What follows belongs to an exercise in optimizing a design on an open flow for small area, a short achievable clock period and few clock cycles per item; a production flow would make more cautious choices. RTL that was checked went through simulation tests only; none was proved equivalent to the original. No functional check of the RTL was part of runs 1 to 3. No activity file was given, so power comes from the tool's default toggle rates.

==> design/flow/config.mk <==
export PLATFORM = sky130hd
export DESIGN_NAME = alu_cluster
export DESIGN_NICKNAME = alu_cluster
export VERILOG_FILES = /design/flow/design.v
export SDC_FILE = /design/flow/constraint.sdc
export NUM_CORES = 4
export LEC_CHECK = 0
export ABC_AREA = 1
export CAP_MARGIN = 30
export CORE_MARGIN = 2
export CORE_UTILIZATION = 40
export PLACE_DENSITY = 0.6
export SETUP_SLACK_MARGIN = 2.0
export SLEW_MARGIN = 20
==> design/flow/constraint.sdc <==
create_clock -name core_clock -period 6.0 [get_ports {clk}]
set_input_delay 1.2000 -clock core_clock [delete_from_list [all_inputs] [get_ports {clk}]]
set_output_delay 1.2000 -clock core_clock [all_outputs]
set_load 0.01 [all_outputs]
==> design/flow/design.v <==
localparam int DATA_W     = 64;
localparam int HALF_W     = 32;  
localparam int TAG_W      = 4;
localparam int NUM_LANES  = 4;
localparam int LANE_IDX_W = 2;
localparam int FL_C = 3;
localparam int FL_V = 2;
localparam int FL_N = 1;
localparam int FL_Z = 0;
localparam logic [3:0] OP_ADD = 4'd0;
localparam logic [3:0] OP_SUB = 4'd1;
localparam logic [3:0] OP_AND = 4'd2;
localparam logic [3:0] OP_OR  = 4'd3;
localparam logic [3:0] OP_XOR = 4'd4;
localparam logic [3:0] OP_SHL = 4'd5;
localparam logic [3:0] OP_SHR = 4'd6;
localparam logic [3:0] OP_SAR = 4'd7;
localparam logic [3:0] OP_SXT = 4'd8;
localparam logic [1:0] SXT_BYTE = 2'd0;
localparam logic [1:0] SXT_HALF = 2'd1;
localparam logic [1:0] SXT_WORD = 2'd2;
localparam int REQ_W   = 146;
localparam int RQ_TAG  = 0;
localparam int RQ_B    = 4;
localparam int RQ_A    = 68;
localparam int RQ_FIN  = 132;
localparam int RQ_SXT  = 136;
localparam int RQ_COND = 138;
localparam int RQ_OP   = 142;
localparam int RSP_W   = 73;
localparam int RS_TAG  = 0;
localparam int RS_TK   = 4;
localparam int RS_FL   = 5;
localparam int RS_RES  = 9;
`timescale 1ns/1ps
module flag_cond_eval (
  input  logic [3:0] cond,
  input  logic [3:0] flags,
  output logic       taken
);
localparam int DATA_W     = 64;
localparam int HALF_W     = 32;  
localparam int TAG_W      = 4;
localparam int NUM_LANES  = 4;
localparam int LANE_IDX_W = 2;
localparam int FL_C = 3;
localparam int FL_V = 2;
localparam int FL_N = 1;
localparam int FL_Z = 0;
localparam logic [3:0] OP_ADD = 4'd0;
localparam logic [3:0] OP_SUB = 4'd1;
localparam logic [3:0] OP_AND = 4'd2;
localparam logic [3:0] OP_OR  = 4'd3;
localparam logic [3:0] OP_XOR = 4'd4;
localparam logic [3:0] OP_SHL = 4'd5;
localparam logic [3:0] OP_SHR = 4'd6;
localparam logic [3:0] OP_SAR = 4'd7;
localparam logic [3:0] OP_SXT = 4'd8;
localparam logic [1:0] SXT_BYTE = 2'd0;
localparam logic [1:0] SXT_HALF = 2'd1;
localparam logic [1:0] SXT_WORD = 2'd2;
localparam int REQ_W   = 146;
localparam int RQ_TAG  = 0;
localparam int RQ_B    = 4;
localparam int RQ_A    = 68;
localparam int RQ_FIN  = 132;
localparam int RQ_SXT  = 136;
localparam int RQ_COND = 138;
localparam int RQ_OP   = 142;
localparam int RSP_W   = 73;
localparam int RS_TAG  = 0;
localparam int RS_TK   = 4;
localparam int RS_FL   = 5;
localparam int RS_RES  = 9;
  logic fc;
  logic fv;
  logic fn;
  logic fz;
  assign fc = flags[FL_C];
  assign fv = flags[FL_V];
  assign fn = flags[FL_N];
  assign fz = flags[FL_Z];
  always_comb begin
    case (cond)
      4'd0:    taken = fz;
      4'd1:    taken = ~fz;
      4'd2:    taken = fc;
      4'd3:    taken = ~fc;
      4'd4:    taken = fn;
      4'd5:    taken = ~fn;
      4'd6:    taken = fv;
      4'd7:    taken = ~fv;
      4'd8:    taken = fc & ~fz;          
      4'd9:    taken = ~fc | fz;          
      4'd10:   taken = (fn == fv);        
      4'd11:   taken = (fn != fv);
      4'd12:   taken = (fn == fv) & ~fz;  
      4'd13:   taken = (fn != fv) | fz;
      4'd14:   taken = 1'b1;
      default: taken = 1'b0;
    endcase
  end
endmodule
`timescale 1ns/1ps
module alu_lane (
  input  logic [145:0]  req,
  output logic [72:0]   rsp
);
localparam int DATA_W     = 64;
localparam int HALF_W     = 32;  
localparam int TAG_W      = 4;
localparam int NUM_LANES  = 4;
localparam int LANE_IDX_W = 2;
localparam int FL_C = 3;
localparam int FL_V = 2;
localparam int FL_N = 1;
localparam int FL_Z = 0;
localparam logic [3:0] OP_ADD = 4'd0;
localparam logic [3:0] OP_SUB = 4'd1;
localparam logic [3:0] OP_AND = 4'd2;
localparam logic [3:0] OP_OR  = 4'd3;
localparam logic [3:0] OP_XOR = 4'd4;
localparam logic [3:0] OP_SHL = 4'd5;
localparam logic [3:0] OP_SHR = 4'd6;
localparam logic [3:0] OP_SAR = 4'd7;
localparam logic [3:0] OP_SXT = 4'd8;
localparam logic [1:0] SXT_BYTE = 2'd0;
localparam logic [1:0] SXT_HALF = 2'd1;
localparam logic [1:0] SXT_WORD = 2'd2;
localparam int REQ_W   = 146;
localparam int RQ_TAG  = 0;
localparam int RQ_B    = 4;
localparam int RQ_A    = 68;
localparam int RQ_FIN  = 132;
localparam int RQ_SXT  = 136;
localparam int RQ_COND = 138;
localparam int RQ_OP   = 142;
localparam int RSP_W   = 73;
localparam int RS_TAG  = 0;
localparam int RS_TK   = 4;
localparam int RS_FL   = 5;
localparam int RS_RES  = 9;
  logic [3:0]        op;
  logic [3:0]        cond;
  logic [1:0]        sxt;
  logic [3:0]        fin;
  logic [DATA_W-1:0] a;
  logic [DATA_W-1:0] b;
  logic [TAG_W-1:0]  tag;
  logic              taken;
  assign op   = req[RQ_OP   +: 4];
  assign cond = req[RQ_COND +: 4];
  assign sxt  = req[RQ_SXT  +: 2];
  assign fin  = req[RQ_FIN  +: 4];
  assign a    = req[RQ_A    +: DATA_W];
  assign b    = req[RQ_B    +: DATA_W];
  assign tag  = req[RQ_TAG  +: TAG_W];
  flag_cond_eval cond_i (
    .cond  (cond),
    .flags (fin),
    .taken (taken)
  );
  logic is_add, is_sub, is_and, is_or, is_xor, is_shl, is_shr, is_sar, is_sxt;
  assign is_add = (op == OP_ADD);
  assign is_sub = (op == OP_SUB);
  assign is_and = (op == OP_AND);
  assign is_or  = (op == OP_OR);
  assign is_xor = (op == OP_XOR);
  assign is_shl = (op == OP_SHL);
  assign is_shr = (op == OP_SHR);
  assign is_sar = (op == OP_SAR);
  assign is_sxt = (op == OP_SXT);
  logic [DATA_W-1:0] bx;
  logic [DATA_W-1:0] p;
  logic [DATA_W-1:0] g;
  logic [DATA_W-1:0] gg;    
  logic [DATA_W-1:0] gp;    
  logic [DATA_W:0]   c;     
  logic [DATA_W-1:0] sum;
  assign bx = b ^ {DATA_W{is_sub}};
  assign p  = a ^ bx;
  assign g  = a & bx;
  always_comb begin
    gg = g;
    gp = p;
    gg[0] = g[0] | (p[0] & is_sub);
    for (int l = 0; l < 6; l++)
      for (int j = (2 << l) - 1; j < DATA_W; j += (2 << l)) begin
        gg[j] = gg[j] | (gp[j] & gg[j - (1 << l)]);
        gp[j] = gp[j] & gp[j - (1 << l)];
      end
    for (int l = 4; l >= 0; l--)
      for (int j = 3 * (1 << l) - 1; j < DATA_W; j += (2 << l)) begin
        gg[j] = gg[j] | (gp[j] & gg[j - (1 << l)]);
        gp[j] = gp[j] & gp[j - (1 << l)];
      end
  end
  assign c   = {gg, is_sub};
  assign sum = p ^ c[DATA_W-1:0];
  logic [5:0]        sh;
  logic [DATA_W-1:0] sh_in;
  logic [DATA_W-1:0] sh_out;
  logic [DATA_W-1:0] sh_rev;
  logic              fill;
  assign sh   = b[5:0];
  assign fill = is_sar & a[DATA_W-1];
  always_comb begin
    for (int i = 0; i < DATA_W; i++)
      sh_in[i] = is_shl ? a[DATA_W-1-i] : a[i];
  end
  assign sh_out = DATA_W'($signed({fill, sh_in}) >>> sh);
  always_comb begin
    for (int i = 0; i < DATA_W; i++)
      sh_rev[i] = sh_out[DATA_W-1-i];
  end
  logic              s_fill;
  logic [DATA_W-1:0] keep_a;
  logic [DATA_W-1:0] ext;
  assign s_fill = (sxt == SXT_BYTE) ? a[7] : (sxt == SXT_HALF) ? a[15] : a[31];
  always_comb begin
    for (int i = 0; i < DATA_W; i++) begin
      if (i < 8)
        keep_a[i] = ~taken | is_sxt;
      else if (i < 16)
        keep_a[i] = ~taken | (is_sxt & (sxt != SXT_BYTE));
      else if (i < 32)
        keep_a[i] = ~taken | (is_sxt & sxt[1]);
      else
        keep_a[i] = ~taken;
      ext[i] = taken & is_sxt & ~keep_a[i];
    end
  end
  logic t_arith, t_p, t_g, t_shr, t_shl;
  assign t_arith = taken & (is_add | is_sub);
  assign t_p     = taken & (is_xor | is_or);
  assign t_g     = taken & (is_and | is_or);
  assign t_shr   = taken & (is_shr | is_sar);
  assign t_shl   = taken & is_shl;
  logic [DATA_W-1:0] res;
  always_comb begin
    for (int i = 0; i < DATA_W; i++)
      res[i] = (t_arith & sum[i]) | (t_p & p[i]) | (t_g & g[i]) |
               (t_shr & sh_out[i]) | (t_shl & sh_rev[i]) |
               (keep_a[i] & a[i]) | (ext[i] & s_fill);
  end
  logic fc, fv;
  assign fc = (is_add | is_sub) & c[DATA_W];
  assign fv = (is_add | is_sub) & (a[DATA_W-1] == bx[DATA_W-1]) &&
              (sum[DATA_W-1] != a[DATA_W-1]);
  assign rsp[RS_RES +: DATA_W] = res;
  assign rsp[RS_FL + FL_C]     = taken ? fc : fin[FL_C];
  assign rsp[RS_FL + FL_V]     = taken ? fv : fin[FL_V];
  assign rsp[RS_FL + FL_N]     = fin[FL_N];
  assign rsp[RS_FL + FL_Z]     = fin[FL_Z];
  assign rsp[RS_TK]            = taken;
  assign rsp[RS_TAG +: TAG_W]  = tag;
endmodule
`timescale 1ns/1ps
module issue_dispatch (
  input  logic       in_valid,
  output logic       in_ready,
  input  logic [3:0] lane_ready,
  output logic [3:0] lane_valid
);
localparam int DATA_W     = 64;
localparam int HALF_W     = 32;  
localparam int TAG_W      = 4;
localparam int NUM_LANES  = 4;
localparam int LANE_IDX_W = 2;
localparam int FL_C = 3;
localparam int FL_V = 2;
localparam int FL_N = 1;
localparam int FL_Z = 0;
localparam logic [3:0] OP_ADD = 4'd0;
localparam logic [3:0] OP_SUB = 4'd1;
localparam logic [3:0] OP_AND = 4'd2;
localparam logic [3:0] OP_OR  = 4'd3;
localparam logic [3:0] OP_XOR = 4'd4;
localparam logic [3:0] OP_SHL = 4'd5;
localparam logic [3:0] OP_SHR = 4'd6;
localparam logic [3:0] OP_SAR = 4'd7;
localparam logic [3:0] OP_SXT = 4'd8;
localparam logic [1:0] SXT_BYTE = 2'd0;
localparam logic [1:0] SXT_HALF = 2'd1;
localparam logic [1:0] SXT_WORD = 2'd2;
localparam int REQ_W   = 146;
localparam int RQ_TAG  = 0;
localparam int RQ_B    = 4;
localparam int RQ_A    = 68;
localparam int RQ_FIN  = 132;
localparam int RQ_SXT  = 136;
localparam int RQ_COND = 138;
localparam int RQ_OP   = 142;
localparam int RSP_W   = 73;
localparam int RS_TAG  = 0;
localparam int RS_TK   = 4;
localparam int RS_FL   = 5;
localparam int RS_RES  = 9;
  logic found;
  always_comb begin
    lane_valid = '0;
    found      = 1'b0;
    for (int i = 0; i < NUM_LANES; i++) begin
      if (lane_ready[i] && !found) begin
        lane_valid[i] = in_valid;
        found         = 1'b1;
      end
    end
  end
  assign in_ready = |lane_ready;  
endmodule
`timescale 1ns/1ps
module result_collect (
  input  logic            clk,
  input  logic            rst,
  input  logic [3:0]      rsp_valid,
  output logic [3:0]      rsp_ready,
  input  logic [4*73-1:0] rsp_in,    
  output logic            out_valid,
  input  logic            out_ready,
  output logic [72:0]     out_rsp
);
localparam int DATA_W     = 64;
localparam int HALF_W     = 32;  
localparam int TAG_W      = 4;
localparam int NUM_LANES  = 4;
localparam int LANE_IDX_W = 2;
localparam int FL_C = 3;
localparam int FL_V = 2;
localparam int FL_N = 1;
localparam int FL_Z = 0;
localparam logic [3:0] OP_ADD = 4'd0;
localparam logic [3:0] OP_SUB = 4'd1;
localparam logic [3:0] OP_AND = 4'd2;
localparam logic [3:0] OP_OR  = 4'd3;
localparam logic [3:0] OP_XOR = 4'd4;
localparam logic [3:0] OP_SHL = 4'd5;
localparam logic [3:0] OP_SHR = 4'd6;
localparam logic [3:0] OP_SAR = 4'd7;
localparam logic [3:0] OP_SXT = 4'd8;
localparam logic [1:0] SXT_BYTE = 2'd0;
localparam logic [1:0] SXT_HALF = 2'd1;
localparam logic [1:0] SXT_WORD = 2'd2;
localparam int REQ_W   = 146;
localparam int RQ_TAG  = 0;
localparam int RQ_B    = 4;
localparam int RQ_A    = 68;
localparam int RQ_FIN  = 132;
localparam int RQ_SXT  = 136;
localparam int RQ_COND = 138;
localparam int RQ_OP   = 142;
localparam int RSP_W   = 73;
localparam int RS_TAG  = 0;
localparam int RS_TK   = 4;
localparam int RS_FL   = 5;
localparam int RS_RES  = 9;
  logic [LANE_IDX_W-1:0] rr_ptr;
  logic [LANE_IDX_W-1:0] scan_idx;
  logic [LANE_IDX_W-1:0] grant_idx;
  logic                  grant_any;
  logic [NUM_LANES-1:0]  grant;
  logic                  slot_free;
  assign slot_free = ~out_valid | out_ready;
  always_comb begin
    grant_any = 1'b0;
    grant_idx = '0;
    scan_idx  = '0;
    for (int k = 0; k < NUM_LANES; k++) begin
      scan_idx = rr_ptr + LANE_IDX_W'(k);
      if (!grant_any && rsp_valid[scan_idx]) begin
        grant_any = 1'b1;
        grant_idx = scan_idx;
      end
    end
    grant = NUM_LANES'(grant_any) << grant_idx;
  end
  assign rsp_ready = grant & {NUM_LANES{slot_free}};
  always_ff @(posedge clk) begin
    if (rst) begin
      out_valid <= 1'b0;
      rr_ptr    <= '0;
    end else if (slot_free) begin
      out_valid <= grant_any;
      if (grant_any)
        rr_ptr <= grant_idx + 1'b1;  
    end
  end
  always_ff @(posedge clk) begin
    if (slot_free && grant_any)
      out_rsp <= rsp_in[grant_idx*RSP_W +: RSP_W];
  end
endmodule
`timescale 1ns/1ps
module alu_cluster (
  input  logic          clk,
  input  logic          rst,
  input  logic          in_valid,
  output logic          in_ready,
  input  logic [145:0]  in_req,
  output logic          out_valid,
  input  logic          out_ready,
  output logic [72:0]   out_rsp
);
localparam int DATA_W     = 64;
localparam int HALF_W     = 32;  
localparam int TAG_W      = 4;
localparam int NUM_LANES  = 4;
localparam int LANE_IDX_W = 2;
localparam int FL_C = 3;
localparam int FL_V = 2;
localparam int FL_N = 1;
localparam int FL_Z = 0;
localparam logic [3:0] OP_ADD = 4'd0;
localparam logic [3:0] OP_SUB = 4'd1;
localparam logic [3:0] OP_AND = 4'd2;
localparam logic [3:0] OP_OR  = 4'd3;
localparam logic [3:0] OP_XOR = 4'd4;
localparam logic [3:0] OP_SHL = 4'd5;
localparam logic [3:0] OP_SHR = 4'd6;
localparam logic [3:0] OP_SAR = 4'd7;
localparam logic [3:0] OP_SXT = 4'd8;
localparam logic [1:0] SXT_BYTE = 2'd0;
localparam logic [1:0] SXT_HALF = 2'd1;
localparam logic [1:0] SXT_WORD = 2'd2;
localparam int REQ_W   = 146;
localparam int RQ_TAG  = 0;
localparam int RQ_B    = 4;
localparam int RQ_A    = 68;
localparam int RQ_FIN  = 132;
localparam int RQ_SXT  = 136;
localparam int RQ_COND = 138;
localparam int RQ_OP   = 142;
localparam int RSP_W   = 73;
localparam int RS_TAG  = 0;
localparam int RS_TK   = 4;
localparam int RS_FL   = 5;
localparam int RS_RES  = 9;
  logic              slot_free;
  logic [RSP_W-1:0]  rsp_d;
  logic [RSP_W-1:0]  rsp_q;
  alu_lane lane_i (
    .req (in_req),
    .rsp (rsp_d)
  );
  assign slot_free = ~out_valid | out_ready;
  assign in_ready  = slot_free;
  always_ff @(posedge clk) begin
    if (rst)
      out_valid <= 1'b0;
    else if (slot_free)
      out_valid <= in_valid;
  end
  always_ff @(posedge clk) begin
    if (slot_free)
      rsp_q <= rsp_d;
  end
  always_comb begin
    out_rsp = rsp_q;
    if (rsp_q[RS_TK]) begin
      out_rsp[RS_FL + FL_N] = rsp_q[RS_RES + DATA_W - 1];
      out_rsp[RS_FL + FL_Z] = ~|rsp_q[RS_RES +: DATA_W];
    end
  end
endmodule
==> design/flow/flow/run.sh <==
#!/bin/bash
# The standard layout, with plain buf_1 cells as the port buffers (the resizer
# upsizes them where timing needs it).
set -euo pipefail
export BUFFER_PORTS_ARGS="-buffer_cell sky130_fd_sc_hd__buf_1"

bash standard.sh > standard.log 2>&1
==> design/flow/standard.sh <==
#!/bin/bash
# synth_recipe.tcl (not shown) runs the flow's synth.tcl, then flattens the netlist and writes it again
# the make line also repeats each setting of config.mk as NAME=value (left out here)
make -C /OpenROAD-flow-scripts/flow DESIGN_CONFIG=/design/flow/config.mk WORK_HOME=/design/flow/orfs CLKGATE_MAP_FILE= SYNTH_SCRIPT=/design/flow/synth_recipe.tcl "${@:-finish}"
==> run_results.csv, run 1 <==
group,metric,value,unit
place,dp_hpwl,57.36,mm
synth,yosysWarnings,3,
place,dpl_worst_slack,0.5166,ns
power,vdd_drop_max,0.0001047,V
clocking,root_buffer,"clkbuf_16",
detailed_routing,top_layer,"met5",
detailed_routing,drc,0,
floorplanning,ios,225,
power,p_leak,7.972,nW
synth,synth_seq_area_share,14.89,%
detailed_routing,first_pass_iters,10,
floorplanning,die_h,196.7,um
timing,fin_crit_sh,76.21,%
hold_path,holdCritPathClass,"reg -> reg",
timing,finalHoldViolCount,0,
floorplanning,placementRows,70,
job,cap_violations,0,
detailed_routing,dr_wl_met3,8.606,mm
timing,period_needed,4.572,ns
synth,synth_common_cells,"nand3_1 (971), nand2_1 (455), inv_1 (182)",
place,gp_congestion,1.072,
timing,rsz0062_at_grt,"true",
detailed_routing,dr_total_vias,19270,
synth,synth_most_common_cell,"nand3_1",
grt,grt_use_total,37.96,%
detailed_routing,wirelength_met1,28.83,mm
synth,synth_edf_count,73,
timing,setup_viol,0,
worst_setup_path,rr_worst_depth,2,
floorplanning,design.core.area,36610,sq um
synth,yosysTopAreaCell,"nand3_1",
worst_setup_path,crit_type,"in -> reg",
detailed_routing,met2RoutedLength,31.86,mm
synth,synth_area_leaders,"nand3_1 (33%), edfxtp_1 (15%), nand2_1 (11%)",
timing,drv_slew,0,
worst_setup_path,cp-start-kind,"input pin",
detailed_routing,drt-initial-drc-count,2791,
floorplanning,die_area,38710,sq um
worst_setup_path,path_max_fanout,8,
clocking,cts_buffers,9,
synth,synth_top_area_share,32.70,%
clocking,clkTransAtPathRegs,0.07,ns
grt,grt_pass1_vias,17480,
clocking,clock_path_buffers,2,
final_layout,layout-drive-gt1-share,15.15,%
final_layout,num-fill-cells,3718,
timing,skew,0.01275,ns
synth,ys_ff_latch,74,
grt,grt_pass1_wl,109.6,mm
detailed_routing,wl_per_cell,24.93,um
worst_setup_path,cp-end-kind,"flop",
grt,grt.overflow.total,0,
place,port_buffers,224,
synth,synth_ff_type,"edfxtp_1",
synth,synth_cells,2458,
synth,netlist_area,14860,sq um
timing,fin_tns_setup,0,ns
synth,synth-async-reset-ratio,0,%
hold_path,hold_depth,2,
clocking,cts_tree,"done",
synth,syn-num-nets,2704,
worst_setup_path,worst-endpoint-required,6.09,ns
detailed_routing,routed_via_density,6.305,
timing,worst_pin_slew,0.7705,ns
timing,fmax,218.7,MHz
worst_setup_path,arrival,4.66,ns
floorplanning,start_util,40.59,%
grt,grt_start_max_net_pins,76,
final_layout,final_nets,2828,
clocking,clk_latency,0.35,ns
clocking,cts.sinks,74,
power,p_per_area,177.3,nW/um^2
floorplanning,die_width,196.7,um
synth,avgSynthCellArea,6.045,sq um
detailed_routing,ant_nets,0,
grt,antenna_found_initial,2,
timing,fin_ws,1.428,ns
timing,max_slew_margin,48.63,%
detailed_routing,drt-total-wl,76.18,mm
status,status,"complete, no violations",
final_layout,area_delta_synth_final,20.82,%
clocking,cts_max_level,3,
synth,synth.distinct_cells,45,
-- report_power, final --
group / internal (mW) / switching, mW / total (mW)
Clock: 0.328 / 0.229 / 0.557
Combinational: 0.644 / 1.25 / 1.90
Sequential: 0.676 / 0.0540 / 0.730
-- kinds of logic (layout without fill, tap and decap cells) --
| kind of cell | count (synthesis) | count (layout) | synth area share [%] |
|---|---|---|---|
| compound gates | 98 | 98 | 3.789 |
| flops | 74 | 74 | 14.89 |
| xor+xnor | 96 | 96 | 5.658 |
| fa+ha+maj | 96 | 96 | 9.700 |
| other cells | 0 | 1 | 0 |
| buf+inv | 424 | 549 | 13.39 |
| simple gates | 1670 | 1674 | 52.58 |
-- per-stage QoR --
stage	total power, mW	utilization, %	hold slack (ns)	cells	instance area, sq um
6_report	3.183	49.04	0.8437	3056	17950
5_1_grt	3.337	49.04	0.9292	3056	17950
4_1_cts	3.009	46.66	0.9822	3027	17080
3_5_place_dp	2.282	42.23	1.247	2962	15460
3_3_place_gp	2.262	42.23	1.252	2962	15460
2_1_floorplan	1.805	-	1.269	2458	14970
-- worst paths after layout --
path	from	to	slack (ns)
max	in_req[144]	rsp_q[56]	1.43
max reg2reg	out_valid	rsp_q[1]	4.64
min	out_valid	out_valid	0.84
min reg2reg	out_valid	out_valid	0.84
-- critical path: stages --
cell and delay [ns]:
buf_8 0.10, nor2_4 0.20, buf_12 0.16, nand2_8 0.07, buf_12 0.16, buf_16 0.17
xnor2_4 0.14, ha_4 0.28, inv_2 0.05, nor4_4 0.31, nand2_1 0.15, buf_4 0.16
buf_6 0.11, nand3_4 0.10, a21oi_4 0.06, nor2_1 0.10, nor2_1 0.07, fa_2 0.39
xnor2_1 0.13, nand3_1 0.08, nand4_1 0.14, nor2_4 0.22, nand3_1 0.09
-- sequential cells by signal, summed over array words and instances, names as in the netlist --
| signal | flops |
|---|---|
| out_valid | 1 |
| rsp_q | 73 |
-- cells in the final DEF (no fill, tap or decap), types with 18 or more instances in the layout --
cell type  synthesis  layout
nor2_2             3      20
nand3_1          971     930
buf_6              4      18
nand4_1           57      57
nor2_4             2      31
buf_1             43     215
nand3_2            1      35
ha_1              64      55
xnor2_1           76      52
nand2_1          455     430
nor2_1           133      87
buf_4             78      91
fa_2               0      24
edfxtp_1          73      73
inv_1            182     173
-- final cells by class --
cell class / count / area (sq um) / share of cell area, %
Antenna cell: 1 / 2.502 / 0.01394
Clock inverter: 7 / 82.58 / 0.4600
Timing Repair Buffer: 342 / 1978 / 11.02
Inverter: 191 / 716.9 / 3.993
Sequential cell: 74 / 2212 / 12.32
Clock buffer: 9 / 225.2 / 1.254
Multi-Input combinational cell: 1964 / 12150 / 67.68
Tap cell: 468 / 585.6 / 3.262
-- timing repair --
action / in CTS / in global routing
pin swaps: 105 / 126
hold buffers: 0 / 0
setup endpoints to repair: 65 / 65
cloned: 3 / 1
setup buffers: 46 / 26
resized for setup: 210 / 129
-- metal layers --
| metal | GRT usage (%) | up-vias |
|---|---|---|
| met1 | 48.12 | 8974 |
| met3 | 9.035 | 289 |
| met2 | 56.12 | 1334 |
| met4 | 28.10 | 2 |
| li1 | - | 8670 |
| met5 | 0 | - |
==> inputs of run 2 (changes only) <==
--- a/design/flow/flow/run.sh
+++ b/design/flow/flow/run.sh
@@ -3,5 +3,5 @@
 # upsizes them where timing needs it).
 set -euo pipefail
 export BUFFER_PORTS_ARGS="-buffer_cell sky130_fd_sc_hd__buf_1"
-
+export ADDER_MAP_FILE=
 bash standard.sh > standard.log 2>&1
==> run_results.csv, run 2 <==
group,metric,value,unit
status,status,"complete, no violations",
timing,fmax,249.7,MHz
synth,avgSynthCellArea,5.610,sq um
clocking,ctsHoldBuffers,0,
timing,drv_slew,0,
place,dp_hpwl,50.16,mm
clocking,clock_path_buffers,2,
final_layout,final_nets,2758,
timing,max_slew_margin,34.47,%
detailed_routing,drc,0,
worst_setup_path,crit_type,"in -> reg",
timing,rsz0062_at_grt,"true",
synth,synth_common_cells,"nand2_1 (767), o21ai_0 (373), inv_1 (262)",
power,vdd_drop_max,0.0001881,V
floorplanning,die_width,190.3,um
clocking,cts_buffers,9,
synth,synth_seq_area_share,15.94,%
final_layout,layout-drive-gt1-share,15.58,%
synth,synth_most_common_cell,"nand2_1",
place,place_inst,2985,
final_layout,final_common_cell,"nand2_1",
synth,yosysWarnings,3,
detailed_routing,ant_nets,0,
place,place_area,14520,sq um
grt,grt.overflow.total,0,
synth,synth_area_leaders,"nand2_1 (21%), edfxtp_1 (16%), o21ai_0 (13%)",
detailed_routing,wl_per_cell,22.36,um
worst_setup_path,cp-end-kind,"flop",
synth,synth_ff_type,"edfxtp_1",
worst_setup_path,worst-endpoint-required,6.14,ns
timing,fin_tns_setup,0,ns
final_layout,num_antenna_cells,0,
floorplanning,start_util,40.38,%
synth,syn-num-nets,2624,
detailed_routing,dr_total_vias,18300,
final_layout,top_register,"rsp_q",
detailed_routing,drt-total-wl,68.60,mm
clocking,root_buffer,"clkbuf_16",
job,cap_violations,0,
place,gp_congestion,1.008,
final_layout,stdcell_area,16620,sq um
worst_setup_path,arrival,4.14,ns
detailed_routing,drt-initial-drc-count,2578,
floorplanning,die_h,190.3,um
clocking,cts_max_level,3,
synth,netlist_area,13880,sq um
detailed_routing,first_pass_iters,8,
floorplanning,design.core.area,34370,sq um
final_layout,reg.largest.list,"rsp_q (73), out_valid (1)",
hold_path,holdCritPathClass,"reg -> reg",
timing,whs,0.8454,ns
floorplanning,die_area,36200,sq um
synth,synth_top_area_share,20.74,%
power,p_per_area,167.8,nW/um^2
grt,grt_pass1_vias,15710,
final_layout,num-fill-cells,3707,
synth,synth.distinct_cells,56,
timing,finalHoldViolCount,0,
final_layout,stdcell_count,3068,
grt,grt_use_total,35.59,%
clocking,clk_latency,0.36,ns
timing,period_needed,4.005,ns
synth,yosysTopAreaCell,"nand2_1",
floorplanning,placementRows,68,
synth,synth_edf_count,73,
grt,grt_start_max_net_pins,75,
worst_setup_path,path_max_fanout,4,
timing,skew,0.01289,ns
final_layout,largest_reg_flops,73,
final_layout,area_delta_synth_final,19.74,%
timing,worst_pin_slew,0.9740,ns
detailed_routing,routed_via_density,5.963,
grt,grt_pass1_wl,96.31,mm
power,p_leak,7.479,nW
place,port_buffers,224,
synth,synth-async-reset-ratio,0,%
timing,setup_viol,0,
synth,ys_ff_latch,74,
final_layout,final_cell_mix,"nand2_1 (721), inv_1 (254), buf_1 (212)",
clocking,cts_tree,"done",
clocking,clkTransAtPathRegs,0.06,ns
synth,synth_cells,2474,
floorplanning,ios,225,
clocking,cts.sinks,74,
grt,antenna_found_initial,1,
final_layout,final_util,48.35,%
worst_setup_path,cp-start-kind,"input pin",
timing,fin_crit_sh,66.76,%
-- run 2: cells by family after synthesis --
kind of cell / after synthesis / share of synthesized area, %
simple gates: 1221 / 37.64
compound gates: 631 / 26.38
buf+inv: 483 / 15.69
flops: 74 / 15.94
xor+xnor: 43 / 2.768
mux: 22 / 1.587
-- run 2: power by group --
group          internal (mW)  switching, mW  total (mW)
logic                  0.482           1.07        1.56
clock network          0.290          0.223       0.513
registers              0.673         0.0469       0.720
-- run 2: final timing paths --
check / from / endpoint / slack [ns] / cells past startpoint
worst max register to register: out_valid / rsp_q[7] / 4.62 / 3
worst max-delay path: in_req[131] / rsp_q[66] / 1.99 / 13
worst min-delay path: out_valid / out_valid / 0.85 / 3
worst min register to register: out_valid / out_valid / 0.85 / 3
-- run 2: final cells by class --
| type | instances | area, sq um | share of cell area (%) |
|---|---|---|---|
| Multi-Input combinational cell | 1925 | 10600 | 63.77 |
| Sequential cell | 74 | 2212 | 13.31 |
| Timing Repair Buffer | 328 | 1933 | 11.63 |
| Inverter | 270 | 1033 | 6.218 |
| Tap cell | 455 | 569.3 | 3.425 |
| Clock buffer | 11 | 242.7 | 1.461 |
| Clock inverter | 5 | 31.28 | 0.1882 |
-- run 2: critical path: stages --
cell	delay [ns]
buf_1	0.26
inv_1	0.25
nor3_4	0.39
inv_1	0.15
o21ai_0	0.24
nand2_1	0.07
o21ai_0	0.15
nand2_1	0.08
o21ai_1	0.19
o21ai_1	0.14
a21oi_1	0.34
o21ai_1	0.25
o2111ai_1	0.41
-- run 2: repair_timing --
| item | CTS | global route |
|---|---|---|
| endpoints found under the setup margin | 66 | 66 |
| gates cloned | 6 | 8 |
| setup buffers | 28 | 24 |
| pin swaps | 14 | 63 |
| gates resized for setup | 128 | 353 |
-- run 2: metal layers --
metal  track usage, %  vias to the layer above  part of all wire [%]
li1                 -                     8517                     -
met1            50.69                     8380                    42
met2            51.05                     1193                    41
met3            7.508                      204                    12
met4            16.31                        2                   5.6
met5                0                        -                 0.019
-- run 2: per-stage QoR --
stage	setup WS, ns	power [mW]
2_1_floorplan	2.243	1.648
4_1_cts	1.963	2.599
6_report	1.995	2.789
3_5_place_dp	0.9505	2.025
3_3_place_gp	0.8319	2.020
5_1_grt	1.937	2.935
==> inputs of run 3 (changes only) <==
--- a/design/flow/config.mk
+++ b/design/flow/config.mk
@@ -10,5 +10,5 @@
 export CORE_MARGIN = 2
 export CORE_UTILIZATION = 40
 export PLACE_DENSITY = 0.6
-export SETUP_SLACK_MARGIN = 2.0
+export SETUP_SLACK_MARGIN = 1.5
 export SLEW_MARGIN = 20
==> run_results.csv, run 3 <==
group,metric,value,unit
detailed_routing,first_pass_iters,6,
final_layout,final_nets,2712,
synth,synth_ff_type,"edfxtp_1",
detailed_routing,drt-total-wl,66.67,mm
synth,netlist_area,13880,sq um
power,p_per_area,176.8,nW/um^2
synth,synth-async-reset-ratio,0,%
final_layout,final_cell_mix,"nand2_1 (762), o21ai_0 (337), inv_1 (260)",
power,vdd_drop_max,0.0001532,V
worst_setup_path,cp-end-kind,"flop",
place,dpl_worst_slack,0.9852,ns
timing,fin_ws,1.572,ns
final_layout,final_common_cell,"nand2_1",
synth,synth.distinct_cells,56,
detailed_routing,dr_total_vias,17920,
detailed_routing,drt-initial-drc-count,2556,
grt,grt.overflow.total,0,
final_layout,largest_reg_flops,73,
status,status,"complete, no violations",
final_layout,layout-drive-gt1-share,7.285,%
synth,synth_edf_count,73,
timing,drv_slew,0,
clocking,clkTransAtPathRegs,0.06,ns
synth,synth_most_common_cell,"nand2_1",
synth,yosysWarnings,3,
clocking,ctsHoldBuffers,0,
floorplanning,placementRows,68,
place,gp_congestion,1.047,
final_layout,top_register,"rsp_q",
synth,ys_ff_latch,74,
clocking,clock_path_buffers,2,
detailed_routing,wl_per_cell,22.06,um
floorplanning,die_width,190.3,um
worst_setup_path,slowest_delay,0.62,ns
detailed_routing,ant_nets,0,
hold_path,holdCritPathClass,"reg -> reg",
grt,grt_start_max_net_pins,64,
timing,fmax,225.8,MHz
floorplanning,ios,225,
worst_setup_path,cp-start-kind,"input pin",
place,port_buffers,224,
synth,avgSynthCellArea,5.610,sq um
timing,finalHoldViolCount,0,
worst_setup_path,path_max_fanout,20,
job,cap_violations,0,
timing,skew,0.01141,ns
clocking,cts_tree,"done",
timing,period_needed,4.428,ns
synth,synth_area_leaders,"nand2_1 (21%), edfxtp_1 (16%), o21ai_0 (13%)",
worst_setup_path,cp_top_family,"compound AO/OA/AOI/OAI gates",
timing,fin_crit_sh,73.80,%
final_layout,num_antenna_cells,0,
clocking,cts_max_level,3,
floorplanning,start_util,40.38,%
synth,yosysTopAreaCell,"nand2_1",
synth,synth_common_cells,"nand2_1 (767), o21ai_0 (373), inv_1 (262)",
worst_setup_path,slowest_stage,"o21ai_0",
power,p_leak,6.919,nW
synth,synth_seq_area_share,15.94,%
synth,synth_top_area_share,20.74,%
final_layout,area_delta_synth_final,9.141,%
final_layout,reg.largest.list,"rsp_q (73), out_valid (1)",
clocking,clk_latency,0.36,ns
worst_setup_path,path_common_cell,"o21ai_0",
timing,worst_pin_slew,0.8789,ns
clocking,root_buffer,"clkbuf_16",
timing,rsz0062_at_grt,"true",
worst_setup_path,worst-path-buf-inv,3,
worst_setup_path,path_cells,"buf_1 > inv_1 > nor2_4 > buf_4 > nand2_4 > o21ai_0 > nand2_1 > o21ai_0 > o21ai_0 > o21ai_0 > nand2_1 > o211ai_1 > o21ai_1 > nand2_1 > o21ai_1 > o21a_1 > o221ai_1",
worst_setup_path,arrival,4.57,ns
worst_setup_path,crit_type,"in -> reg",
place,dp_hpwl,50.87,mm
timing,fin_tns_setup,0,ns
worst_setup_path,worst-endpoint-required,6.15,ns
grt,grt_pass1_wl,94.36,mm
detailed_routing,drc,0,
floorplanning,die_h,190.3,um
synth,syn-num-nets,2624,
floorplanning,design.core.area,34370,sq um
timing,setup_viol,0,
clocking,cts.sinks,74,
grt,grt_use_total,34.73,%
grt,grt_pass1_vias,15380,
final_layout,final_util,44.07,%
detailed_routing,routed_via_density,5.930,
floorplanning,die_area,36200,sq um
grt,antenna_found_initial,2,
clocking,cts_buffers,9,
power,power,2.679,mW
timing,max_slew_margin,40.87,%
synth,synth_cells,2474,
[run 3: cell types whose count changed in the layout (fill, tap and decap cells not counted), moves of 11 or more]
cell     previous run  this run
o21ai_2            50         5
nand2_2            54        31
nand2_4            26        11
o21ai_1           157        38
buf_4              78        55
nor2_1            144       159
a21oi_1            68        79
nand2_1           721       762
o21ai_0           172       337
[run 3: cells by family (layout without fill, tap and decap cells)]
logic type	Yosys count	count (layout)	share of synthesized area (%)
buffers and inverters	483	571	15.69
xor gates and xnor gates	43	43	2.768
DFF	74	74	15.94
muxes	22	22	1.587
AOI/OAI and AO/OA	631	631	26.38
and+or+nand+nor	1221	1226	37.64
[run 3: cell type report]
type | instances | area [sq um]
Clock buffer | 14 | 254.0
Multi-Input combinational cell | 1922 | 9667
Timing Repair Buffer | 285 | 1383
Inverter | 270 | 1025
Sequential cell | 74 | 2212
Fill cell | 3849 | 19220
Clock inverter | 2 | 38.79
Tap cell | 455 | 569.3
[run 3: per-layer routing]
layer | up-vias | share of wire, % | GRT usage [%] | wire length [um]
li1 | 8420 | - | - | -
met1 | 8150 | 42 | 49.30 | 27810
met2 | 1157 | 40 | 50.87 | 26880
met3 | 190 | 13 | 8.171 | 8638
met4 | 2 | 5.0 | 12.73 | 3339
met5 | - | 0.010 | 0 | 7
[run 3: report_power, final]
part           switching [mW]  internal (mW)  leakage, nW
registers              0.0485          0.673        0.793
clock network           0.233          0.336        0.141
logic                   0.990          0.399         5.98
total                    1.27           1.41         6.92
[run 3: path summary, 6_finish.rpt]
path / start / endpoint / slack [ns] / depth (start not counted)
worst max-delay path: in_req[144] / rsp_q[20] / 1.57 / 17
worst min-delay path: out_valid / out_valid / 0.78 / 2
worst max register to register: out_valid / rsp_q[45] / 4.08 / 3
worst min register to register: out_valid / out_valid / 0.78 / 2
[run 3: worst min-delay path, cell delays in order, from the launching register on]
cell and delay, ns:
dfxtp_1 0.33, nand2_4 0.30, a21oi_1 0.11
[run 3: through the flow]
| stage | hold slack, ns | area (sq um) | instances |
|---|---|---|---|
| after CTS | 0.7864 | 14880 | 3003 |
| after floorplan | 1.269 | 13880 | 2474 |
| after detailed placement | 0.7844 | 14530 | 2983 |
| final | 0.7832 | 15150 | 3022 |
| after global placement | 0.7674 | 14530 | 2983 |
| after global routing | 0.8271 | 15150 | 3022 |
[run 3: what timing repair did]
action,4_1_cts,5_1_grt
buffers inserted,3,15
pin swaps,1,10
gates cloned,1,4
resized for setup,9,54
hold endpoints to repair,0,0
endpoints found under the setup margin,17,66
==> inputs of run 4 (changes only) <==
--- a/design/flow/design.v
+++ b/design/flow/design.v
@@ -170,6 +170,7 @@
   assign is_shr = (op == OP_SHR);
   assign is_sar = (op == OP_SAR);
   assign is_sxt = (op == OP_SXT);
+  logic              inv_b;
   logic [DATA_W-1:0] bx;
   logic [DATA_W-1:0] p;
   logic [DATA_W-1:0] g;
@@ -177,13 +178,14 @@
   logic [DATA_W-1:0] gp;    
   logic [DATA_W:0]   c;     
   logic [DATA_W-1:0] sum;
-  assign bx = b ^ {DATA_W{is_sub}};
+  assign inv_b = op[0];
+  assign bx = b ^ {DATA_W{inv_b}};
   assign p  = a ^ bx;
   assign g  = a & bx;
   always_comb begin
     gg = g;
     gp = p;
-    gg[0] = g[0] | (p[0] & is_sub);
+    gg[0] = g[0] | (p[0] & inv_b);
     for (int l = 0; l < 6; l++)
       for (int j = (2 << l) - 1; j < DATA_W; j += (2 << l)) begin
         gg[j] = gg[j] | (gp[j] & gg[j - (1 << l)]);
@@ -195,7 +197,7 @@
         gp[j] = gp[j] & gp[j - (1 << l)];
       end
   end
-  assign c   = {gg, is_sub};
+  assign c   = {gg, inv_b};
   assign sum = p ^ c[DATA_W-1:0];
   logic [5:0]        sh;
   logic [DATA_W-1:0] sh_in;
@@ -230,16 +232,17 @@
       ext[i] = taken & is_sxt & ~keep_a[i];
     end
   end
-  logic t_arith, t_p, t_g, t_shr, t_shl;
+  logic t_arith, t_p, t_g, t_b, t_shr, t_shl;
   assign t_arith = taken & (is_add | is_sub);
-  assign t_p     = taken & (is_xor | is_or);
+  assign t_p     = taken & is_xor;
+  assign t_b     = taken & is_or;
   assign t_g     = taken & (is_and | is_or);
   assign t_shr   = taken & (is_shr | is_sar);
   assign t_shl   = taken & is_shl;
   logic [DATA_W-1:0] res;
   always_comb begin
     for (int i = 0; i < DATA_W; i++)
-      res[i] = (t_arith & sum[i]) | (t_p & p[i]) | (t_g & g[i]) |
+      res[i] = (t_arith & sum[i]) | (t_p & p[i]) | (t_g & g[i]) | (t_b & b[i]) |
                (t_shr & sh_out[i]) | (t_shl & sh_rev[i]) |
                (keep_a[i] & a[i]) | (ext[i] & s_fill);
   end
--- a/design/flow/config.mk
+++ b/design/flow/config.mk
@@ -10,5 +10,6 @@
 export CORE_MARGIN = 2
 export CORE_UTILIZATION = 40
 export PLACE_DENSITY = 0.6
-export SETUP_SLACK_MARGIN = 1.5
+export SETUP_SLACK_MARGIN = 2.0
 export SLEW_MARGIN = 20
+export TNS_END_PERCENT = 30
==> run_results.csv, run 4 <==
group,metric,value,unit
timing,fmax,249.1,MHz
worst_setup_path,arrival,4.05,ns
detailed_routing,first_pass_iters,6,
worst_setup_path,cp-start-kind,"input pin",
clocking,cts_buffers,9,
detailed_routing,drt-initial-drc-count,2536,
hold_path,hold_depth,1,
detailed_routing,routed_via_density,5.979,
synth,synth-async-reset-ratio,0,%
worst_setup_path,rr_worst_depth,2,
worst_setup_path,worst-endpoint-required,6.04,ns
detailed_routing,drt-total-wl,69.22,mm
final_layout,largest_reg_flops,73,
synth,syn-num-nets,2700,
synth,yosysWarnings,3,
final_layout,area_delta_synth_final,10.63,%
grt,grt_pass1_wl,98.03,mm
timing,fin_crit_sh,66.91,%
synth,netlist_area,14310,sq um
hold_path,min_from,"out_valid",
clocking,cts_max_level,3,
power,power,2.834,mW
detailed_routing,ant_nets,0,
synth,synth_cells,2550,
grt,grt.overflow.total,0,
worst_setup_path,cp-end-kind,"flop",
job,cap_violations,0,
synth,synth_most_common_cell,"nand2_1",
clocking,clock_path_buffers,2,
grt,grt_pass1_vias,15780,
detailed_routing,dr_total_vias,18540,
floorplanning,die_area,37310,sq um
place,port_buffers,224,
hold_path,holdCritPathClass,"reg -> reg",
final_layout,num_antenna_cells,0,
synth,synth_top_area_share,21.24,%
clocking,ctsHoldBuffers,0,
final_layout,reg.largest.list,"rsp_q (73), out_valid (1)",
timing,max_slew_margin,33.81,%
timing,worst_pin_slew,0.9838,ns
final_layout,final_cell_mix,"nand2_1 (806), o21ai_1 (239), buf_1 (216)",
grt,grt_use_total,35.30,%
status,status,"complete, no violations",
final_layout,layout-drive-gt1-share,10.08,%
timing,period_needed,4.015,ns
power,p_per_area,179.0,nW/um^2
final_layout,top_register,"rsp_q",
clocking,clkTransAtPathRegs,0.07,ns
timing,fin_tns_setup,0,ns
final_layout,final_common_cell,"nand2_1",
synth,synth_common_cells,"nand2_1 (810), o21ai_1 (252), inv_1 (205)",
worst_setup_path,reg2reg_to,"rsp_q[1]",
hold_path,whs_endpoint,"rsp_q[43]",
synth,synth_area_leaders,"nand2_1 (21%), edfxtp_1 (15%), o21ai_1 (8.8%)",
timing,drv_slew,0,
place,dp_hpwl,53.89,mm
floorplanning,design.core.area,35400,sq um
synth,avgSynthCellArea,5.613,sq um
final_layout,final_util,44.74,%
synth,ys_ff_latch,74,
worst_setup_path,r2r_slack,4.27,ns
clocking,cts_tree,"done",
power,vdd_drop_max,0.0001195,V
clocking,cts.sinks,74,
floorplanning,start_util,40.44,%
synth,synth_ff_type,"edfxtp_1",
floorplanning,ios,225,
clocking,root_buffer,"clkbuf_16",
final_layout,final_nets,2784,
grt,busiest_layer,"met2",
floorplanning,placementRows,69,
synth,yosysTopAreaCell,"nand2_1",
floorplanning,die_width,193.2,um
synth,synth_edf_count,73,
detailed_routing,wl_per_cell,22.33,um
grt,grtUsageMet3,5.321,%
grt,grtUsageMet2,52.88,%
timing,rsz0062_at_grt,"true",
grt,grt.met1_usage,51.45,%
synth,synth_seq_area_share,15.45,%
worst_setup_path,path_max_fanout,17,
timing,setup_viol,0,
detailed_routing,drc,0,
floorplanning,die_h,193.2,um
grt,grt_start_max_net_pins,75,
worst_setup_path,r2r_start,"out_valid",
clocking,clk_latency,0.36,ns
grt,antenna_found_initial,0,
power,p_leak,7.146,nW
synth,synth.distinct_cells,58,
timing,skew,0.01713,ns
worst_setup_path,crit_type,"in -> reg",
timing,finalHoldViolCount,0,
place,gp_congestion,1.019,
-- run 4: cell types whose count changed in the layout (fill, tap and decap cells not counted), moves of 15 or more --
cell | before | now
o21ai_0 | 337 | 111
o21ai_1 | 38 | 239
inv_1 | 260 | 202
nand2_1 | 762 | 806
or2_1 | 6 | 40
xor2_1 | 35 | 2
a21oi_1 | 79 | 110
o21ai_2 | 5 | 34
o221ai_1 | 32 | 6
inv_2 | 4 | 23
nand3_2 | 7 | 25
o2111ai_1 | 39 | 22
buf_4 | 55 | 40
-- run 4: what timing repair did --
action                     in CTS  in global routing
setup buffers                   2                 12
gates cloned                    1                  6
pin swaps                       3                 18
setup endpoints to repair      65                 59
gates resized for setup        19                102
-- run 4: worst max-delay path by stage --
stage                start        end  slack (ns)
3_3_place_gp   in_req[142]  rsp_q[32]        0.94
5_1_grt        in_req[134]  rsp_q[24]        1.91
2_1_floorplan  in_req[142]  rsp_q[72]        2.55
6_report       in_req[134]  rsp_q[33]        1.99
3_5_place_dp   in_req[142]  rsp_q[32]        0.90
4_1_cts        in_req[144]  rsp_q[32]        1.97
-- run 4: where the power goes --
part / internal (mW) / total, mW / switching (mW)
clock network: 0.364 / 0.604 / 0.241
logic: 0.448 / 1.51 / 1.06
registers: 0.671 / 0.719 / 0.0478
total: 1.48 / 2.83 / 1.35
-- run 4: layout make-up --
type | instances | area, sq um
clock buffer | 9 | 225.2
sequential | 74 | 2212
clock inverter | 7 | 93.84
timing repair buffer | 284 | 1549
tap | 461 | 576.8
multi-input combinational | 2037 | 10310
inverter | 228 | 868.3
fill | 4008 | 19560
-- run 4: per-layer routing --
metal | up-vias | part of all wire (%)
met5 | - | 0
met1 | 8547 | 42
met3 | 139 | 12
met4 | 0 | 3.5
met2 | 1117 | 43
li1 | 8733 | -
-- run 4: critical path: stages --
cell and delay [ns]:
buf_1 0.23, xor2_1 0.29, o31ai_1 0.10, nand2_1 0.06, nand2_1 0.06, nor2_1 0.19, nand2_4 0.22, o21ai_2 0.27
nor2_2 0.06, buf_4 0.20, inv_1 0.24, o211ai_1 0.14, a311oi_1 0.45, o221ai_1 0.32
-- run 4: cells by family (layout without fill, tap and decap cells) --
group,after synthesis,after routing,share of synthesized area [%]
AOI/OAI and AO/OA,660,660,26.10
xor gates and xnor gates,18,18,1.154
buffers and inverters,442,528,14.84
DFF,74,74,15.45
muxes,19,19,1.329
and+or+nand+nor,1337,1340,41.12
-- run 4: per-stage QoR --
| step | hold WS (ns) | instance area (sq um) | setup slack (ns) | std cells |
|---|---|---|---|---|
| finish | 0.7421 | 15840 | 1.985 | 3100 |
| global route | 0.7758 | 15840 | 1.906 | 3100 |
| CTS | 0.7635 | 15260 | 1.973 | 3082 |
| floorplan | 1.269 | 14320 | 2.545 | 2550 |
| detailed placement | 0.7548 | 14840 | 0.9040 | 3063 |
| global placement | 0.7425 | 14840 | 0.9391 | 3063 |
Testbench counts of run 4, summed over its fixed seeds: cycles 27,441, items 24,000.
==> inputs of run 5 (changes only) <==
--- a/design/flow/config.mk
+++ b/design/flow/config.mk
@@ -12,4 +12,3 @@
 export PLACE_DENSITY = 0.6
 export SETUP_SLACK_MARGIN = 2.0
 export SLEW_MARGIN = 20
-export TNS_END_PERCENT = 30
==> run_results.csv, run 5 <==
group,metric,value,unit
synth,synth_most_common_cell,"nand2_1",
worst_setup_path,arrival,4.01,ns
final_layout,layout-drive-gt1-share,10.60,%
synth,synth_edf_count,73,
grt,grt_pass1_vias,15780,
clocking,clk_latency,0.36,ns
timing,rsz0062_at_grt,"true",
detailed_routing,first_pass_iters,6,
detailed_routing,routed_via_density,5.957,
power,power,2.843,mW
power,clkPwrFrac,21.2,%
worst_setup_path,slowest_delay,0.53,ns
timing,period_needed,3.978,ns
synth,synth.distinct_cells,58,
final_layout,area_delta_synth_final,11.19,%
timing,setup_viol,0,
detailed_routing,wl_per_cell,22.39,um
synth,netlist_area,14310,sq um
final_layout,num_antenna_cells,0,
grt,grt_pass1_wl,98.03,mm
hold_path,whs_endpoint,"rsp_q[43]",
detailed_routing,ant_nets,0,
power,p_switching,1.356,mW
clocking,cts_buffers,9,
grt,grt_use_total,35.30,%
timing,max_slew_margin,29.47,%
clocking,cts_tree,"done",
final_layout,final_util,44.96,%
synth,synth_area_leaders,"nand2_1 (21%), edfxtp_1 (15%), o21ai_1 (8.8%)",
synth,synth_top_area_share,21.24,%
worst_setup_path,rr_worst_depth,2,
timing,skew,0.01901,ns
detailed_routing,drt-initial-drc-count,2384,
floorplanning,die_width,193.2,um
timing,fmax,251.4,MHz
power,internal-power,1.487,mW
place,place_inst,3063,
worst_setup_path,crit_type,"in -> reg",
worst_setup_path,slowest_stage,"o21ai_2",
place,dp_hpwl,53.89,mm
worst_setup_path,worst-endpoint-required,6.04,ns
synth,synth_cells,2550,
final_layout,final_common_cell,"nand2_1",
final_layout,top_register,"rsp_q",
worst_setup_path,cp-start-kind,"input pin",
detailed_routing,dr_total_vias,18490,
clocking,cts_max_level,3,
place,port_buffers,224,
final_layout,stdcell_area,15920,sq um
final_layout,stdcell_count,3103,
detailed_routing,drc,0,
power,pwr-share-comb,53.5,%
floorplanning,die_area,37310,sq um
synth,ys_ff_latch,74,
power,p_per_area,178.6,nW/um^2
timing,whs,0.7449,ns
synth,yosysTopAreaCell,"nand2_1",
hold_path,holdCritPathClass,"reg -> reg",
timing,finalHoldViolCount,0,
synth,synth_seq_area_share,15.45,%
power,p_leak,7.186,nW
worst_setup_path,reg2reg_to,"rsp_q[5]",
grt,antenna_found_initial,0,
floorplanning,ios,225,
clocking,cts.sinks,74,
synth,synth_ff_type,"edfxtp_1",
hold_path,hold_depth,1,
timing,drv_slew,0,
synth,syn-num-nets,2700,
clocking,ctsHoldBuffers,0,
final_layout,largest_reg_flops,73,
power,sw_frac_of_total,47.70,%
worst_setup_path,cp-end-kind,"flop",
final_layout,num-fill-cells,4000,
timing,fin_crit_sh,66.30,%
grt,grt_start_max_net_pins,75,
final_layout,final_nets,2787,
status,status,"complete, no violations",
synth,avgSynthCellArea,5.613,sq um
floorplanning,start_util,40.44,%
floorplanning,die_h,193.2,um
worst_setup_path,startpoint,"in_req[142]",
timing,fin_tns_setup,0,ns
power,seqPwrFrac,25.3,%
job,cap_violations,0,
power,vdd_drop_max,0.0001204,V
place,gp_congestion,1.019,
clocking,clkTransAtPathRegs,0.07,ns
synth,yosysWarnings,3,
grt,grt.overflow.total,0,
final_layout,final_cell_mix,"nand2_1 (805), o21ai_1 (235), buf_1 (215)",
hold_path,min_from,"out_valid",
worst_setup_path,path_cells,"buf_12 > buf_8 > nor2_1 > nand3_1 > o21ai_2 > nor2_2 > buf_4 > inv_1 > o211ai_1 > a311oi_1 > o221ai_1",
worst_setup_path,r2r_slack,4.27,ns
floorplanning,design.core.area,35400,sq um
place,place_area,14840,sq um
synth,synth_common_cells,"nand2_1 (810), o21ai_1 (252), inv_1 (205)",
timing,worst_pin_slew,1.048,ns
worst_setup_path,path_max_fanout,22,
clocking,root_buffer,"clkbuf_16",
place,dpl_worst_slack,0.9040,ns
timing,fin_ws,2.022,ns
worst_setup_path,r2r_start,"out_valid",
detailed_routing,drt-total-wl,69.47,mm
final_layout,reg.largest.list,"rsp_q (73), out_valid (1)",
floorplanning,placementRows,69,
clocking,clock_path_buffers,2,
synth,synth-async-reset-ratio,0,%
[run 5: cell counts after synthesis]
No cell type changed its count.
[run 5: cell type report]
| type | count | area (sq um) | area share, % |
|---|---|---|---|
| Clock inverter | 7 | 93.84 | 0.5896 |
| Multi-Input combinational cell | 2038 | 10360 | 65.10 |
| Clock buffer | 9 | 225.2 | 1.415 |
| Tap cell | 461 | 576.8 | 3.624 |
| Sequential cell | 74 | 2212 | 13.90 |
| Timing Repair Buffer | 286 | 1578 | 9.913 |
| Inverter | 228 | 868.3 | 5.456 |
[run 5: how the worst max path moves through the flow]
stage                 to  slack [ns]  cells after the start
2_1_floorplan  rsp_q[72]        2.55                     25
3_3_place_gp   rsp_q[32]        0.94                     19
3_5_place_dp   rsp_q[32]        0.90                     19
4_1_cts        rsp_q[32]        1.97                     20
5_1_grt        rsp_q[32]        1.92                     20
6_report       rsp_q[33]        2.02                     11
[run 5: repair_timing]
action	4_1_cts	5_1_grt
endpoints found under the setup margin	65	59
pin swaps	3	20
buffers inserted	2	14
cloned	1	7
resized for setup	19	115
[run 5: critical path, delay by kind of cell]
kind / cells / cell delay [ns]
and+or+nand+nor: 3 / 0.53
buffers and inverters: 4 / 0.77
AOI/OAI and AO/OA: 4 / 1.45
[run 5: power by group through the flow]
stage                     Sequential, mW  Clock, mW  Combinational (mW)
after global placement             0.728          0                1.39
final                              0.719      0.602                1.52
after floorplan                    0.711          0                1.03
after detailed placement           0.731          0                1.39
after CTS                          0.720      0.606                1.41
after global routing               0.728      0.631                1.65
[run 5: metal layers]
metal  global-route usage [%]  routed length, um
met1                    51.45              29570
met2                    52.88              29450
met3                    5.321               7980
met4                    11.57               2468
met5                        0                  0
[run 5: cell families (layout without fill, tap and decap cells)]
kind of cell	after synthesis	in the layout	synth area share, %
AO/OA/AOI/OAI	660	660	26.10
flip-flops	74	74	15.45
multiplexers	19	19	1.329
buffers and inverters	442	530	14.84
AND/OR/NAND/NOR	1337	1341	41.12
XOR/XNOR	18	18	1.154
==> inputs of run 6 (changes only) <==
--- a/design/flow/config.mk
+++ b/design/flow/config.mk
@@ -10,5 +10,5 @@
 export CORE_MARGIN = 2
 export CORE_UTILIZATION = 40
 export PLACE_DENSITY = 0.6
-export SETUP_SLACK_MARGIN = 2.0
+export SETUP_SLACK_MARGIN = 2.5
 export SLEW_MARGIN = 20
==> run_results.csv, run 6 <==
group,metric,value,unit
status,status,"complete, no violations",
worst_setup_path,path_cells,"clkbuf_16 > inv_16 > nor2_4 > buf_12 > buf_4 > nand2_4 > o21ai_1 > nand2_1 > nand2_1 > nand2_1 > o21ai_2 > nor2_1 > a31oi_2 > o21ai_2 > or2_1 > a31oi_4 > nor2_1 > nor2_1 > o21ai_1",
worst_setup_path,worst-endpoint-required,6.09,ns
grt,grt_start_max_net_pins,75,
worst_setup_path,r2r_start,"out_valid",
timing,max_slew_margin,41.02,%
final_layout,layout-drive-gt1-share,21.78,%
synth,synth_seq_area_share,15.45,%
detailed_routing,routed_via_density,6.056,
synth,synth_cells,2550,
detailed_routing,dr_total_vias,19090,
final_layout,area_delta_synth_final,23.70,%
hold_path,holdCritPathClass,"reg -> reg",
clocking,root_buffer,"clkbuf_16",
synth,synth_most_common_cell,"nand2_1",
grt,grt_pass1_wl,102.2,mm
worst_setup_path,crit_type,"in -> reg",
worst_setup_path,reg2reg_to,"rsp_q[4]",
floorplanning,die_h,193.2,um
clocking,cts_max_level,3,
floorplanning,die_area,37310,sq um
synth,ys_ff_latch,74,
grt,grt.overflow.total,0,
detailed_routing,first_pass_iters,6,
final_layout,largest_reg_flops,73,
worst_setup_path,cp-end-kind,"flop",
timing,setup_viol,0,
final_layout,stdcell_area,17710,sq um
final_layout,final_cell_mix,"nand2_1 (762), buf_1 (210), inv_1 (195)",
timing,fmax,269.4,MHz
timing,drv_slew,0,
final_layout,top_register,"rsp_q",
worst_setup_path,arrival,3.81,ns
detailed_routing,drt-initial-drc-count,2397,
final_layout,final_common_cell,"nand2_1",
clocking,ctsHoldBuffers,0,
worst_setup_path,rr_worst_depth,2,
timing,finalHoldViolCount,0,
timing,fin_crit_sh,61.87,%
grt,antenna_found_initial,1,
worst_setup_path,path_max_fanout,5,
power,vdd_drop_max,0.0001228,V
clocking,cts_buffers,9,
place,gp_congestion,1.019,
clocking,clock_path_buffers,2,
place,port_buffers,224,
timing,rsz0062_at_grt,"true",
clocking,clk_latency,0.36,ns
synth,synth_area_leaders,"nand2_1 (21%), edfxtp_1 (15%), o21ai_1 (8.8%)",
floorplanning,ios,225,
timing,skew,0.01591,ns
clocking,clkTransAtPathRegs,0.07,ns
job,cap_violations,0,
synth,synth_edf_count,73,
grt,grt_use_total,36.77,%
hold_path,whs_endpoint,"rsp_q[43]",
synth,avgSynthCellArea,5.613,sq um
synth,syn-num-nets,2700,
worst_setup_path,slowest_stage,"a31oi_2",
worst_setup_path,worst-path-buf-inv,4,
place,place_area,14840,sq um
final_layout,reg.largest.list,"rsp_q (73), out_valid (1)",
synth,synth-async-reset-ratio,0,%
worst_setup_path,r2r_slack,4.26,ns
hold_path,hold_depth,1,
floorplanning,placementRows,69,
timing,worst_pin_slew,0.8847,ns
worst_setup_path,cp_top_family,"simple AND/OR/NAND/NOR gates",
worst_setup_path,slowest_delay,0.30,ns
place,dp_hpwl,53.89,mm
power,p_per_area,173.6,nW/um^2
worst_setup_path,cp-start-kind,"input pin",
power,p_leak,7.848,nW
synth,yosysWarnings,3,
final_layout,final_nets,2836,
synth,yosysTopAreaCell,"nand2_1",
synth,netlist_area,14310,sq um
floorplanning,die_width,193.2,um
timing,fin_tns_setup,0,ns
detailed_routing,drt-total-wl,72.64,mm
timing,period_needed,3.712,ns
floorplanning,design.core.area,35400,sq um
floorplanning,start_util,40.44,%
detailed_routing,drc,0,
timing,whs,0.7429,ns
detailed_routing,ant_nets,0,
grt,grt_pass1_vias,16450,
clocking,cts.sinks,74,
clocking,cts_tree,"done",
detailed_routing,wl_per_cell,23.04,um
synth,synth_common_cells,"nand2_1 (810), o21ai_1 (252), inv_1 (205)",
synth,synth.distinct_cells,58,
synth,synth_ff_type,"edfxtp_1",
synth,synth_top_area_share,21.24,%
hold_path,min_from,"out_valid",
==> run 6: worst max-delay path by stage <==
stage / startpoint / endpoint / slack, ns / cells past startpoint
floorplan: in_req[142] / rsp_q[72] / 2.55 / 25
global placement: in_req[142] / rsp_q[32] / 0.94 / 19
detailed placement: in_req[142] / rsp_q[32] / 0.90 / 19
CTS: in_req[142] / rsp_q[27] / 2.38 / 22
global route: in_req[142] / rsp_q[60] / 2.19 / 22
finish: in_req[142] / rsp_q[44] / 2.29 / 19
==> run 6: worst reg2reg max path, delay by kind of cell (launching register included) <==
family                 cells  cell delay (ns)
buffers and inverters      1             0.74
AND/OR/NAND/NOR            1             0.23
flip-flops                 1             0.34
==> run 6: cell families (layout without fill, tap and decap cells) <==
kind of cell | Yosys count | after routing | synth area share [%]
other cells | 0 | 1 | 0
compound gates | 660 | 660 | 26.10
xor+xnor | 18 | 18 | 1.154
mux | 19 | 19 | 1.329
buf+inv | 442 | 576 | 14.84
simple gates | 1337 | 1344 | 41.12
flops | 74 | 74 | 15.45
==> run 6: layout make-up <==
cell class | count | area [sq um]
fill | 3786 | 17690
multi-input combinational | 2041 | 11570
sequential | 74 | 2212
timing repair buffer | 332 | 2141
inverter | 228 | 882.1
tap | 461 | 576.8
clock buffer | 9 | 225.2
clock inverter | 7 | 93.84
antenna | 1 | 2.502
==> run 6: metal layers <==
metal	wire, um	global-route usage [%]
met3	8190	7.059
met4	3770	13.90
met2	30730	55.43
met5	0	0
met1	29950	51.70
==> run 6: report_power, final <==
group | switching [mW] | total (mW) | internal, mW
Clock | 0.240 | 0.603 | 0.364
Sequential | 0.0569 | 0.729 | 0.672
Combinational | 1.18 | 1.74 | 0.559
==> run 6: metrics by stage <==
stage	worst slack, ns	std cells	power [mW]	util, %
5_1_grt	2.193	3152	3.234	50.01
3_5_place_dp	0.9040	3063	2.125	41.93
4_1_cts	2.383	3128	2.888	46.73
2_1_floorplan	2.545	2550	1.738	-
3_3_place_gp	0.9391	3063	2.119	41.93
6_report	2.288	3153	3.074	50.02
==> run 6: repair_timing <==
action                     CTS  global route
cloned                       9             7
resized for setup          252           241
setup endpoints to repair   67            67
setup buffers               40            17
pin swaps                   49            72
==> inputs of run 7 (changes only) <==
--- a/design/flow/flow/run.sh
+++ b/design/flow/flow/run.sh
@@ -4,4 +4,5 @@
 set -euo pipefail
 export BUFFER_PORTS_ARGS="-buffer_cell sky130_fd_sc_hd__buf_1"
 export ADDER_MAP_FILE=
+export SKIP_GATE_CLONING=1
 bash standard.sh > standard.log 2>&1
--- a/design/flow/config.mk
+++ b/design/flow/config.mk
@@ -10,5 +10,5 @@
 export CORE_MARGIN = 2
 export CORE_UTILIZATION = 40
 export PLACE_DENSITY = 0.6
-export SETUP_SLACK_MARGIN = 2.5
+export SETUP_SLACK_MARGIN = 2.0
 export SLEW_MARGIN = 20
==> run_results.csv, run 7 <==
group,metric,value,unit
synth,synth_ff_type,"edfxtp_1",
synth,synth-async-reset-ratio,0,%
clocking,root_buffer,"clkbuf_16",
clocking,cts_tree,"done",
timing,period_needed,3.956,ns
worst_setup_path,crit_type,"in -> reg",
synth,syn-num-nets,2700,
worst_setup_path,cp-start-kind,"input pin",
final_layout,seq_area,2212,sq um
worst_setup_path,path_depth,11,
clocking,cts_max_level,3,
floorplanning,die_h,193.2,um
synth,yosysWarnings,3,
power,internal-power,1.467,mW
detailed_routing,drt-total-wl,68.27,mm
final_layout,top_register,"rsp_q",
synth,synth_area_leaders,"nand2_1 (21%), edfxtp_1 (15%), o21ai_1 (8.8%)",
synth,synth.distinct_cells,58,
power,clkPwrFrac,21.6,%
detailed_routing,routed_via_density,5.952,
detailed_routing,dr_total_vias,18370,
final_layout,num_antenna_cells,0,
timing,max_slew_margin,32.71,%
final_layout,reg.largest.list,"rsp_q (73), out_valid (1)",
detailed_routing,drc,0,
clocking,clkTransAtPathRegs,0.07,ns
synth,synth_cells,2550,
final_layout,stdcell_area,15500,sq um
synth,synth_seq_area_share,15.45,%
grt,grt_start_max_net_pins,75,
clocking,cts.sinks,74,
floorplanning,design.core.area,35400,sq um
status,status,"complete, no violations",
power,p_switching,1.335,mW
place,port_buffers,224,
worst_setup_path,path_max_fanout,22,
timing,worst_pin_slew,1.000,ns
clocking,cts_buffers,9,
synth,synth_most_common_cell,"nand2_1",
worst_setup_path,rr_worst_depth,2,
timing,drv_slew,0,
clocking,clk_latency,0.36,ns
place,place_area,14840,sq um
floorplanning,ios,225,
place,place_inst,3063,
power,seqPwrFrac,25.7,%
synth,synth_common_cells,"nand2_1 (810), o21ai_1 (252), inv_1 (205)",
detailed_routing,first_pass_iters,6,
grt,grt_use_total,35.27,%
worst_setup_path,worst-endpoint-required,6.04,ns
synth,avgSynthCellArea,5.613,sq um
synth,synth_edf_count,73,
clocking,clock_path_buffers,2,
hold_path,holdCritPathClass,"reg -> reg",
timing,fmax,252.8,MHz
timing,fin_tns_setup,0,ns
timing,fin_crit_sh,65.93,%
power,p_leak,7.007,nW
floorplanning,start_util,40.44,%
worst_setup_path,cp_top_family,"compound AO/OA/AOI/OAI gates",
final_layout,stdcell_count,3086,
detailed_routing,ant_nets,0,
final_layout,final_cell_mix,"nand2_1 (807), o21ai_1 (248), buf_1 (216)",
worst_setup_path,arrival,3.99,ns
worst_setup_path,worst-path-buf-inv,4,
synth,netlist_area,14310,sq um
grt,antenna_found_initial,0,
floorplanning,die_area,37310,sq um
detailed_routing,drt-initial-drc-count,2405,
grt,grt.overflow.total,0,
final_layout,multi_input_area,10170,sq um
==> run 7: cell counts after synthesis <==
No cell type changed its count.
==> run 7: power by group through the flow <==
stage / registers [mW] / logic, mW / clock network [mW]
floorplan: 0.711 / 1.03 / 0
global placement: 0.728 / 1.39 / 0
detailed placement: 0.731 / 1.39 / 0
CTS: 0.720 / 1.41 / 0.606
global route: 0.728 / 1.61 / 0.631
finish: 0.719 / 1.48 / 0.605
==> run 7: metrics by stage <==
step / total power [mW] / util (%) / setup WS (ns) / hold WS [ns]
after floorplan: 1.738 / - / 2.545 / 1.269
after global placement: 2.119 / 41.93 / 0.9391 / 0.7425
after detailed placement: 2.125 / 41.93 / 0.9040 / 0.7548
after CTS: 2.737 / 43.13 / 1.977 / 0.7635
after global routing: 2.965 / 43.79 / 1.935 / 0.7727
final: 2.801 / 43.79 / 2.044 / 0.7404
==> run 7: layout make-up <==
type	count	area share, %
tap	461	3.721
clock buffer	9	1.453
inverter	228	5.602
multi-input combinational	2034	65.60
sequential	74	14.27
timing repair buffer	273	8.750
clock inverter	7	0.6054
==> run 7: worst paths after layout <==
| check | start | end | slack [ns] |
|---|---|---|---|
| worst max-delay path | in_req[142] | rsp_q[33] | 2.04 |
| worst min-delay path | out_valid | rsp_q[43] | 0.74 |
| worst max register to register | out_valid | rsp_q[5] | 4.26 |
| worst min register to register | out_valid | rsp_q[43] | 0.74 |
==> run 7: per-layer routing <==
| metal | global-route usage (%) | share of wire [%] |
|---|---|---|
| met5 | 0 | 0 |
| met3 | 4.959 | 11 |
| met1 | 51.60 | 43 |
| met4 | 11.60 | 3.3 |
| met2 | 52.84 | 42 |
==> run 7: kinds of logic (layout without fill, tap and decap cells) <==
group / count (synthesis) / after routing / share of synthesized area [%]
mux: 19 / 19 / 1.329
flops: 74 / 74 / 15.45
xor+xnor: 18 / 18 / 1.154
buf+inv: 442 / 517 / 14.84
compound gates: 660 / 660 / 26.10
simple gates: 1337 / 1337 / 41.12
==> run 7: timing repair <==
item | in CTS | in global routing
pin swaps | 2 | 6
hold buffers | 0 | 0
gates resized for setup | 19 | 60
endpoints found under the setup margin | 65 | 59
buffers inserted | 2 | 5
endpoints found under the hold margin | 0 | 0

Check on run 7: ideal ports give 2.044 ns setup slack; a clkbuf_16 on the clock port and buf_2 on the inputs give 2.045 ns; moving port delays by the midpoint clock arrival (0.399 ns) as well gives 1.646 ns.
